From an optimization exercise on the open Yosys and OpenROAD flow, aimed at small area, a short achievable clock period and few clock cycles per item; shortcuts taken in it are not production practice. Only simulation tests tie the RTL to the original design; equivalence was not proved. Power and IR drop assume default switching activity.

<file path="run.sh">
#!/bin/bash
# synth_recipe.tcl (not shown) runs the flow's synth.tcl, then flattens the netlist and writes it again
# the make line also repeats each setting of config.mk as NAME=value (left out here)
make -C /OpenROAD-flow-scripts/flow DESIGN_CONFIG=/design/flow/config.mk WORK_HOME=/design/flow/orfs CLKGATE_MAP_FILE= SYNTH_SCRIPT=/design/flow/synth_recipe.tcl finish
</file>
<file path="config.mk">
export PLATFORM = sky130hd
export DESIGN_NAME = mips_core
export DESIGN_NICKNAME = mips_core
export VERILOG_FILES = /design/flow/design.v
export SDC_FILE = /design/flow/constraint.sdc
export NUM_CORES = 4
export LEC_CHECK = 0
export CAP_MARGIN = 20
export CORE_MARGIN = 2
export CORE_UTILIZATION = 30
export PLACE_DENSITY = 0.45
export SLEW_MARGIN = 20
</file>
<file path="constraint.sdc">
create_clock -name core_clock -period 5.5 [get_ports {clk}]
set_input_delay 1.1000 -clock core_clock [delete_from_list [all_inputs] [get_ports {clk}]]
set_output_delay 1.1000 -clock core_clock [all_outputs]
set_load 0.01 [all_outputs]
</file>
<file path="design.v">
package mips_pkg;
	localparam int xlen = 32;
	localparam int reg_addr_w = 5;
	localparam logic [5:0] op_rtype = 6'b000000;
	localparam logic [5:0] op_lw    = 6'b100011;
	localparam logic [5:0] op_sw    = 6'b101011;
	localparam logic [5:0] funct_add = 6'b100000;
	localparam logic [5:0] funct_sub = 6'b100010;
	localparam logic [5:0] funct_and = 6'b100100;
	localparam logic [5:0] funct_or  = 6'b100101;
	localparam logic [5:0] funct_slt = 6'b101010;
	localparam logic [5:0] funct_nor = 6'b100111;
	localparam logic [3:0] alu_and = 4'b0000;
	localparam logic [3:0] alu_or  = 4'b0001;
	localparam logic [3:0] alu_add = 4'b0010;
	localparam logic [3:0] alu_sub = 4'b0110;
	localparam logic [3:0] alu_slt = 4'b0111;
	localparam logic [3:0] alu_nor = 4'b1100;
	localparam logic [1:0] fwd_reg = 2'b00;
	localparam logic [1:0] fwd_mem = 2'b01;
	localparam logic [1:0] fwd_wb  = 2'b10;
	typedef union packed {
		struct packed {
			logic [5:0] op;
			logic [4:0] rs;
			logic [4:0] rt;
			logic [4:0] rd;
			logic [4:0] shamt;
			logic [5:0] funct;
		} r;
		struct packed {
			logic [5:0] op;
			logic [4:0] rs;
			logic [4:0] rt;
			logic [15:0] imm;
		} i;
	} instr_t;
endpackage
`timescale 1ns/1ps
import mips_pkg::*;
module reg_file (
	input  logic                  clk,
	input  logic                  rst,
	input  logic [reg_addr_w-1:0] ra1,
	input  logic [reg_addr_w-1:0] ra2,
	input  logic [reg_addr_w-1:0] wa,
	input  logic                  we,
	input  logic [xlen-1:0]       wd,
	output logic [xlen-1:0]       rd1,
	output logic [xlen-1:0]       rd2
);
	logic [xlen-1:0] regs [1:31];
	always_ff @(posedge clk or posedge rst) begin
		if (rst) begin
			for (int k = 1; k < 32; k++) begin
				regs[k] <= '0;
			end
		end else if (we && wa != '0) begin
			regs[wa] <= wd;
		end
	end
	assign rd1 = (ra1 == '0) ? '0 : (we && wa == ra1) ? wd : regs[ra1];
	assign rd2 = (ra2 == '0) ? '0 : (we && wa == ra2) ? wd : regs[ra2];
endmodule
`timescale 1ns/1ps
import mips_pkg::*;
module instr_decode (
	input  logic                  clk,
	input  logic                  rst,
	input  logic [xlen-1:0]       instr,
	input  logic                  wb_en,
	input  logic [reg_addr_w-1:0] wb_addr,
	input  logic [xlen-1:0]       wb_data,
	output logic [xlen-1:0]       pc,
	output logic [reg_addr_w-1:0] ex_rs,
	output logic [reg_addr_w-1:0] ex_rt,
	output logic [reg_addr_w-1:0] ex_rd,
	output logic [xlen-1:0]       ex_rd1,
	output logic [xlen-1:0]       ex_rd2,
	output logic [xlen-1:0]       ex_imm,
	output logic                  ex_reg_dst,
	output logic                  ex_alu_src,
	output logic [1:0]            ex_alu_op,
	output logic                  ex_mem_read,
	output logic                  ex_mem_write,
	output logic                  ex_reg_write,
	output logic                  ex_mem_to_reg
);
	mips_pkg::instr_t id_instr;
	logic id_valid;
	logic stall;
	logic bubble;
	logic [xlen-1:0] rd1;
	logic [xlen-1:0] rd2;
	logic reg_dst, alu_src, mem_read, mem_write, reg_write, mem_to_reg;
	logic [1:0] alu_op;
	always_ff @(posedge clk or posedge rst) begin
		if (rst) begin
			pc <= '0;
			id_valid <= 1'b0;
		end else if (!stall) begin
			pc <= pc + xlen'(4);
			id_valid <= 1'b1;
		end
	end
	always_ff @(posedge clk) begin
		if (!stall) begin
			id_instr <= instr;
		end
	end
	always_comb begin
		reg_dst = 1'b0;
		alu_src = 1'b0;
		mem_read = 1'b0;
		mem_write = 1'b0;
		reg_write = 1'b0;
		mem_to_reg = 1'b0;
		alu_op = 2'b00;
		case (id_instr.i.op)
			op_rtype: begin
				reg_dst = 1'b1;
				reg_write = 1'b1;
				alu_op = 2'b10;
			end
			op_lw: begin
				alu_src = 1'b1;
				mem_read = 1'b1;
				reg_write = 1'b1;
				mem_to_reg = 1'b1;
			end
			op_sw: begin
				alu_src = 1'b1;
				mem_write = 1'b1;
			end
			default: ;
		endcase
	end
	assign stall = id_valid && ex_mem_read &&
		(ex_rt == id_instr.r.rs || ex_rt == id_instr.r.rt);
	assign bubble = stall || !id_valid;
	reg_file u_regs (
		.clk(clk), .rst(rst),
		.ra1(id_instr.r.rs), .ra2(id_instr.r.rt),
		.wa(wb_addr), .we(wb_en), .wd(wb_data),
		.rd1(rd1), .rd2(rd2)
	);
	always_ff @(posedge clk or posedge rst) begin
		if (rst) begin
			{ex_reg_dst, ex_alu_src, ex_mem_read, ex_mem_write} <= '0;
			{ex_reg_write, ex_mem_to_reg} <= '0;
			ex_alu_op <= 2'b00;
		end else begin
			ex_reg_dst <= reg_dst;
			ex_alu_src <= alu_src;
			ex_alu_op <= alu_op;
			ex_mem_read <= mem_read && !bubble;
			ex_mem_write <= mem_write && !bubble;
			ex_reg_write <= reg_write && !bubble;
			ex_mem_to_reg <= mem_to_reg;
		end
	end
	always_ff @(posedge clk) begin
		ex_rs <= id_instr.r.rs;
		ex_rt <= id_instr.r.rt;
		ex_rd <= id_instr.r.rd;
		ex_rd1 <= rd1;
		ex_rd2 <= rd2;
		ex_imm <= {{(xlen-16){id_instr.i.imm[15]}}, id_instr.i.imm};
	end
endmodule
`timescale 1ns/1ps
import mips_pkg::*;
module exec_stage (
	input  logic                  clk,
	input  logic                  rst,
	input  logic [reg_addr_w-1:0] ex_rs,
	input  logic [reg_addr_w-1:0] ex_rt,
	input  logic [reg_addr_w-1:0] ex_rd,
	input  logic [xlen-1:0]       ex_rd1,
	input  logic [xlen-1:0]       ex_rd2,
	input  logic [xlen-1:0]       ex_imm,
	input  logic                  ex_reg_dst,
	input  logic                  ex_alu_src,
	input  logic [1:0]            ex_alu_op,
	input  logic                  ex_mem_read,
	input  logic                  ex_mem_write,
	input  logic                  ex_reg_write,
	input  logic                  ex_mem_to_reg,
	input  logic                  wb_en,
	input  logic [reg_addr_w-1:0] wb_addr,
	input  logic [xlen-1:0]       wb_data,
	output logic [xlen-1:0]       mem_alu_result,
	output logic [xlen-1:0]       mem_store_data,
	output logic [reg_addr_w-1:0] mem_dest,
	output logic                  mem_reg_write,
	output logic                  mem_mem_read,
	output logic                  mem_mem_write,
	output logic                  mem_mem_to_reg
);
	mips_pkg::instr_t imm_view;
	logic [1:0] sel_a, sel_b;
	logic [xlen-1:0] opnd_a, opnd_b, fwd_b, alu_res;
	logic [3:0] alu_ctrl;
	function automatic logic [1:0] fwd_select(input logic [reg_addr_w-1:0] src,
		input logic mem_we, input logic [reg_addr_w-1:0] mem_a,
		input logic wb_we, input logic [reg_addr_w-1:0] wb_a);
		logic [1:0] sel;
		sel = fwd_reg;
		if (mem_we && mem_a != '0 && mem_a == src)
			sel = fwd_mem;
		else if (wb_we && wb_a != '0 && wb_a == src)
			sel = fwd_wb;
		fwd_select = sel;
	endfunction
	assign sel_a = fwd_select(ex_rs, mem_reg_write, mem_dest, wb_en, wb_addr);
	assign sel_b = fwd_select(ex_rt, mem_reg_write, mem_dest, wb_en, wb_addr);
	assign opnd_a = (sel_a == fwd_mem) ? mem_alu_result :
		(sel_a == fwd_wb) ? wb_data : ex_rd1;
	assign fwd_b = (sel_b == fwd_mem) ? mem_alu_result :
		(sel_b == fwd_wb) ? wb_data : ex_rd2;
	assign opnd_b = ex_alu_src ? ex_imm : fwd_b;
	assign imm_view = ex_imm;
	always_comb begin
		alu_ctrl = alu_add;
		if (ex_alu_op[1]) begin
			case (imm_view.r.funct[3:0])
				funct_add[3:0]: alu_ctrl = alu_add;
				funct_sub[3:0]: alu_ctrl = alu_sub;
				funct_and[3:0]: alu_ctrl = alu_and;
				funct_or[3:0]:  alu_ctrl = alu_or;
				funct_slt[3:0]: alu_ctrl = alu_slt;
				funct_nor[3:0]: alu_ctrl = alu_nor;
				default:        alu_ctrl = 4'b1111;
			endcase
		end
	end
	always_comb begin
		case (alu_ctrl)
			alu_and: alu_res = opnd_a & opnd_b;
			alu_or:  alu_res = opnd_a | opnd_b;
			alu_add: alu_res = opnd_a + opnd_b;
			alu_sub: alu_res = opnd_a - opnd_b;
			alu_slt: alu_res = xlen'($signed(opnd_a) < $signed(opnd_b));
			alu_nor: alu_res = ~(opnd_a | opnd_b);
			default: alu_res = '0;
		endcase
	end
	always_ff @(posedge clk or posedge rst) begin
		if (rst) begin
			{mem_reg_write, mem_mem_read, mem_mem_write, mem_mem_to_reg} <= '0;
		end else begin
			mem_reg_write <= ex_reg_write;
			mem_mem_read <= ex_mem_read;
			mem_mem_write <= ex_mem_write;
			mem_mem_to_reg <= ex_mem_to_reg;
		end
	end
	always_ff @(posedge clk) begin
		mem_alu_result <= alu_res;
		mem_store_data <= fwd_b;
		mem_dest <= ex_reg_dst ? ex_rd : ex_rt;
	end
endmodule
`timescale 1ns/1ps
import mips_pkg::*;
module mem_writeback #(
	parameter int dmem_depth = 64
) (
	input  logic                  clk,
	input  logic                  rst,
	input  logic [xlen-1:0]       mem_alu_result,
	input  logic [xlen-1:0]       mem_store_data,
	input  logic [reg_addr_w-1:0] mem_dest,
	input  logic                  mem_reg_write,
	input  logic                  mem_mem_read,
	input  logic                  mem_mem_write,
	input  logic                  mem_mem_to_reg,
	output logic                  wb_en,
	output logic [reg_addr_w-1:0] wb_addr,
	output logic [xlen-1:0]       wb_data
);
	localparam int aw = $clog2(dmem_depth);
	logic [xlen-1:0] dmem [dmem_depth];
	logic [aw-1:0] word_idx;
	logic [xlen-1:0] load_data;
	logic [xlen-1:0] wb_load, wb_alu;
	logic wb_mem_to_reg;
	assign word_idx = mem_alu_result[aw+1:2];
	always_ff @(posedge clk or posedge rst) begin
		if (rst) begin
			for (int k = 0; k < dmem_depth; k++) begin
				dmem[k] <= '0;
			end
		end else if (mem_mem_write) begin
			dmem[word_idx] <= mem_store_data;
		end
	end
	assign load_data = mem_mem_read ? dmem[word_idx] : '0;
	always_ff @(posedge clk or posedge rst) begin
		if (rst) begin
			wb_en <= 1'b0;
			wb_mem_to_reg <= 1'b0;
		end else begin
			wb_en <= mem_reg_write;
			wb_mem_to_reg <= mem_mem_to_reg;
		end
	end
	always_ff @(posedge clk) begin
		wb_addr <= mem_dest;
		wb_load <= load_data;
		wb_alu <= mem_alu_result;
	end
	assign wb_data = wb_mem_to_reg ? wb_load : wb_alu;
endmodule
`timescale 1ns/1ps
import mips_pkg::*;
module mips_core #(
	parameter int dmem_depth = 64
) (
	input  logic                  clk,
	input  logic                  rst,
	output logic [xlen-1:0]       pc,
	input  logic [xlen-1:0]       instr,
	output logic                  wb_en,
	output logic [reg_addr_w-1:0] wb_addr,
	output logic [xlen-1:0]       wb_data
);
	logic [reg_addr_w-1:0] ex_rs;
	logic [reg_addr_w-1:0] ex_rt;
	logic [reg_addr_w-1:0] ex_rd;
	logic [xlen-1:0]       ex_rd1;
	logic [xlen-1:0]       ex_rd2;
	logic [xlen-1:0]       ex_imm;
	logic                  ex_reg_dst;
	logic                  ex_alu_src;
	logic [1:0]            ex_alu_op;
	logic                  ex_mem_read;
	logic                  ex_mem_write;
	logic                  ex_reg_write;
	logic                  ex_mem_to_reg;
	logic [xlen-1:0]       mem_alu_result;
	logic [xlen-1:0]       mem_store_data;
	logic [reg_addr_w-1:0] mem_dest;
	logic                  mem_reg_write;
	logic                  mem_mem_read;
	logic                  mem_mem_write;
	logic                  mem_mem_to_reg;
	instr_decode u_decode (
		.clk(clk), .rst(rst), .instr(instr),
		.wb_en(wb_en), .wb_addr(wb_addr), .wb_data(wb_data),
		.pc(pc), .ex_rs(ex_rs), .ex_rt(ex_rt), .ex_rd(ex_rd),
		.ex_rd1(ex_rd1), .ex_rd2(ex_rd2), .ex_imm(ex_imm),
		.ex_reg_dst(ex_reg_dst), .ex_alu_src(ex_alu_src), .ex_alu_op(ex_alu_op),
		.ex_mem_read(ex_mem_read), .ex_mem_write(ex_mem_write),
		.ex_reg_write(ex_reg_write), .ex_mem_to_reg(ex_mem_to_reg)
	);
	exec_stage u_exec (
		.clk(clk), .rst(rst),
		.ex_rs(ex_rs), .ex_rt(ex_rt), .ex_rd(ex_rd),
		.ex_rd1(ex_rd1), .ex_rd2(ex_rd2), .ex_imm(ex_imm),
		.ex_reg_dst(ex_reg_dst), .ex_alu_src(ex_alu_src), .ex_alu_op(ex_alu_op),
		.ex_mem_read(ex_mem_read), .ex_mem_write(ex_mem_write),
		.ex_reg_write(ex_reg_write), .ex_mem_to_reg(ex_mem_to_reg),
		.wb_en(wb_en), .wb_addr(wb_addr), .wb_data(wb_data),
		.mem_alu_result(mem_alu_result), .mem_store_data(mem_store_data),
		.mem_dest(mem_dest), .mem_reg_write(mem_reg_write),
		.mem_mem_read(mem_mem_read), .mem_mem_write(mem_mem_write),
		.mem_mem_to_reg(mem_mem_to_reg)
	);
	mem_writeback #(.dmem_depth(dmem_depth)) u_mem_wb (
		.clk(clk), .rst(rst),
		.mem_alu_result(mem_alu_result), .mem_store_data(mem_store_data),
		.mem_dest(mem_dest), .mem_reg_write(mem_reg_write),
		.mem_mem_read(mem_mem_read), .mem_mem_write(mem_mem_write),
		.mem_mem_to_reg(mem_mem_to_reg),
		.wb_en(wb_en), .wb_addr(wb_addr), .wb_data(wb_data)
	);
endmodule
</file>
==> summary.txt <==
- Outcome: finished clean
- CTS tree: built
- Die ar.: a little over 0.5 sq mm
- Clk slew on worst S/H paths: 0.06 ns
- Minimum clock period: 5.20 ns
- First-pass GRT wire length: 1070000 microns
- Worst VDD drop: 255 uV
- Post-CTS Resized: 0
- WL/cell: around 40 microns
- Number of synthesized flops with an enable pin: 32
- Initial core utilization: 0.301
- Max Cap Violations: 0
- Most instantiated cells after synthesis: dfrtp_1, mux2_2, a22oi_1
- Slew HR: 0.0988
- IO Pins: around 100
- Worst reg2reg setup slack: 0.31 ns
- Worst path required time: 4.40 ns
- Adder-cell share of the synthesized area: 0.00871
- Area share of xor/xnor cells in the synthesized design: 0.00416
- CTS Buffer Depth: 4
- Netlist cell types: 92
- Power Density: 307 mW/mm^2
- Largest registers: u_mem_wb.dmem x2048, u_decode.u_regs.regs x992
- Post-CTS Setup Bufs: 0
- Clock skew: ~0.1 ns
- Vias in the first global route: 117000
- Cell taking the most area after synthesis: dfrtp_1
- Simple logic cell fraction of the synthesized area: 0.0724
- Layout Nets: 13100
- Drc violations: 0
- CP max FO: 33
- Synth top area share: 0.516
- Dpl ws: between 0.3 and 0.4 ns
- GR Overflow Total: 0
- Synth Instances: 13100
- Crit share post-route: 0.945
- Hold Path Class: flip-flop to flip-flop
- Vias: 122000
- Clock Sink Count: 3343
- Setup violations, final: 0
- IO Port Bufs: a little over 100
- Setup ws final: 0.300 ns
- YS warnings: 6
- Die width: ~700 microns
- Final Hold Fails: 0
- Worst-Margin Slew: between 1 and 1.5 ns
- DRT Pass-1 Iters: 10
- FMAX: 192 MHz
- Cell leakage power: 81.0 nW
- Main combinational cell family by area after synthesis: compound AO/OA/AOI/OAI gates
- Root Buffer: clkbuf_16
- Hold Buf Count CTS: 0
- Compound-gate portion of the synthesized area: 0.165
- Reg with most FFs: u_mem_wb.dmem
- Max reg flops: around 2000
- DRT Wirelength: 801000 microns
- Synth Flop Type: dfrtp_1
- Dominant cell by count in the synthesized netlist: dfrtp_1
- Mapped cell area: about 0.15 sq mm
- Final Max Slew Viols: 0
- Post-synth ARST share: 0.922
- # rows: 259
- Total GRT Usage: 0.309
- Worst-skew pair later-pin latency: 1.06 ns
- Vias/cell: 6.11
- Type of origin of the critical path: flip-flop
- Core area: 0.497 sq mm
- Largest net degree at the start of global routing: 111
- Antenna violations before repair: 60
- WS Path Type: flip-flop to output port
- #FFs+latches synth: 3343
- Crit path arrival time: 4.10 ns
- Detailed placement HPWL: 489000 microns
- Final hold slack: 0.325 ns
- Layout cells sized above 1: 0.275
- Post-synthesis sequential area ratio: 0.552
- Placer Congestion: approximately 0.92
- First DRT Iteration DRCs: 17900
- Mux contribution to synthesized area: 0.160
- Die span in y: 710 microns
- Dominant cells by area after synthesis: dfrtp_1, mux2_2, a22oi_1
- Avg Inst Size Synth: between 10 and 15 sq um
- Total Power: about 54 mW
- CP endpoint kind: output port
- Final ANT Viol Nets: 0
- CTS H-tree depth: 5
- Area growth syn-to-layout: 17.5%
- Total CTS buffers: 374
cells by family (layout without fill, tap and decap cells):
logic type / count (synthesis) / in the layout
AO/OA/AOI/OAI: 3585 / 3585
XOR/XNOR: 71 / 71
adder cells (fa/ha/maj): 103 / 103
buffers and inverters: 1417 / 1661
flip-flops: 3343 / 3343
multiplexers: 2130 / 2130
other: 2 / 37
AND/OR/NAND/NOR: 2428 / 2428
layout by cell type (no fill, tap or decap), types with 92 or more instances in the layout:
| cell | n |
|---|---|
| nand4_1 | 305 |
| nor2_4 | 128 |
| nand2_1 | 741 |
| o21ai_0 | 635 |
| buf_12 | 134 |
| nand3_1 | 121 |
| clkbuf_8 | 92 |
| clkbuf_1 | 130 |
| a21oi_1 | 743 |
| dfxtp_1 | 195 |
| a22oi_1 | 1068 |
| a22o_1 | 398 |
| nor3_1 | 146 |
| clkdlybuf4s50_1 | 101 |
| mux2_2 | 2053 |
| inv_1 | 152 |
| nor2_1 | 732 |
| clkbuf_16 | 380 |
| buf_4 | 580 |
| a221oi_1 | 438 |
| ha_1 | 101 |
| dfrtp_1 | 3079 |
power breakdown:
part	switching [mW]	internal [mW]
combinational	2.18	0.702
sequential	0.355	24.9
clock	11.1	14.7
total	13.7	40.3
per-stage QoR:
stage	area [sq um]	std cells	util	setup TNS, ns
final	176000	20000	0.354	0
after detailed placement	163000	19300	0.329	0
after global routing	176000	20000	0.354	-0.0138
after floorplan	150000	13100	-	-
after CTS	176000	20000	0.353	0
after global placement	163000	19300	0.328	0
layout make-up:
type | instances | area (sq um)
Fill cell | 49600 | 321000
Sequential cell | 3343 | 82800
Multi-Input combinational cell | 8320 | 63600
Clock buffer | 602 | 11300
Tap cell | 6655 | 8330
Timing Repair Buffer | 818 | 8130
Clock inverter | 86 | 1020
Inverter | 155 | 586
Antenna cell | 34 | 85.1
critical path, stage by stage (launching register included):
cell             delay (ns)
dfrtp_4                0.73
buf_12                 0.28
buf_4                  0.40
mux2i_4                0.32
buf_4                  0.45
inv_1                  0.25
clkdlybuf4s50_1        0.55
metal layers:
layer | part of all wire | GRT usage | routed length (microns) | vias to the layer above
met5 | 0.00037 | 0 | 295 | -
met4 | 0.069 | 0.173 | 55000 | 46
met3 | 0.091 | 0.0712 | 72600 | 2249
met2 | 0.44 | 0.476 | 353000 | 7195
met1 | 0.40 | 0.401 | 319000 | 64400
li1 | - | - | - | 48300
final timing paths:
path / depth (start not counted) / start / to
min in group asynchronous: 3 / rst / u_decode.u_regs.regs[16][0]
min reg2reg: 0 / u_decode.id_instr[12] / u_decode.ex_rd[1]
max reg2reg: 20 / u_mem_wb.wb_addr[1] / u_exec.mem_alu_result[30]
max in group asynchronous: 5 / rst / u_mem_wb.dmem[22][5]
max: 6 / u_mem_wb.wb_mem_to_reg / wb_data[29]
min: 0 / u_decode.id_instr[12] / u_decode.ex_rd[1]
Testbench counts, summed over its fixed seeds: cycles 11,733, instructions 11,354.

-- port drivers added, routing unchanged --
The results above use ideal ports. As a check the final layout listed here was re-extracted and re-timed, cells and wires unchanged.
Step 1 sets driving cells, clkbuf_16 on the clock port and buf_2 on the other inputs (assumed; they add their load-dependent delay and slew).
Step 2 times the ports against the registers' clock, not the clock port: input delays grow and output delays shrink by t, the midpoint of the rising clock arrivals with the driver on.
a / b / c = no drivers / after step 1 / after step 2; a / b = the first two.
t, ns: 1.133
setup slack, ns: 0.300 / 0.183 / 0.312
worst setup path after step 2: register to register
After both steps this run still meets setup and hold. The setup slack of this run moves by -0.117 ns with the drivers and by +0.012 ns with both steps.
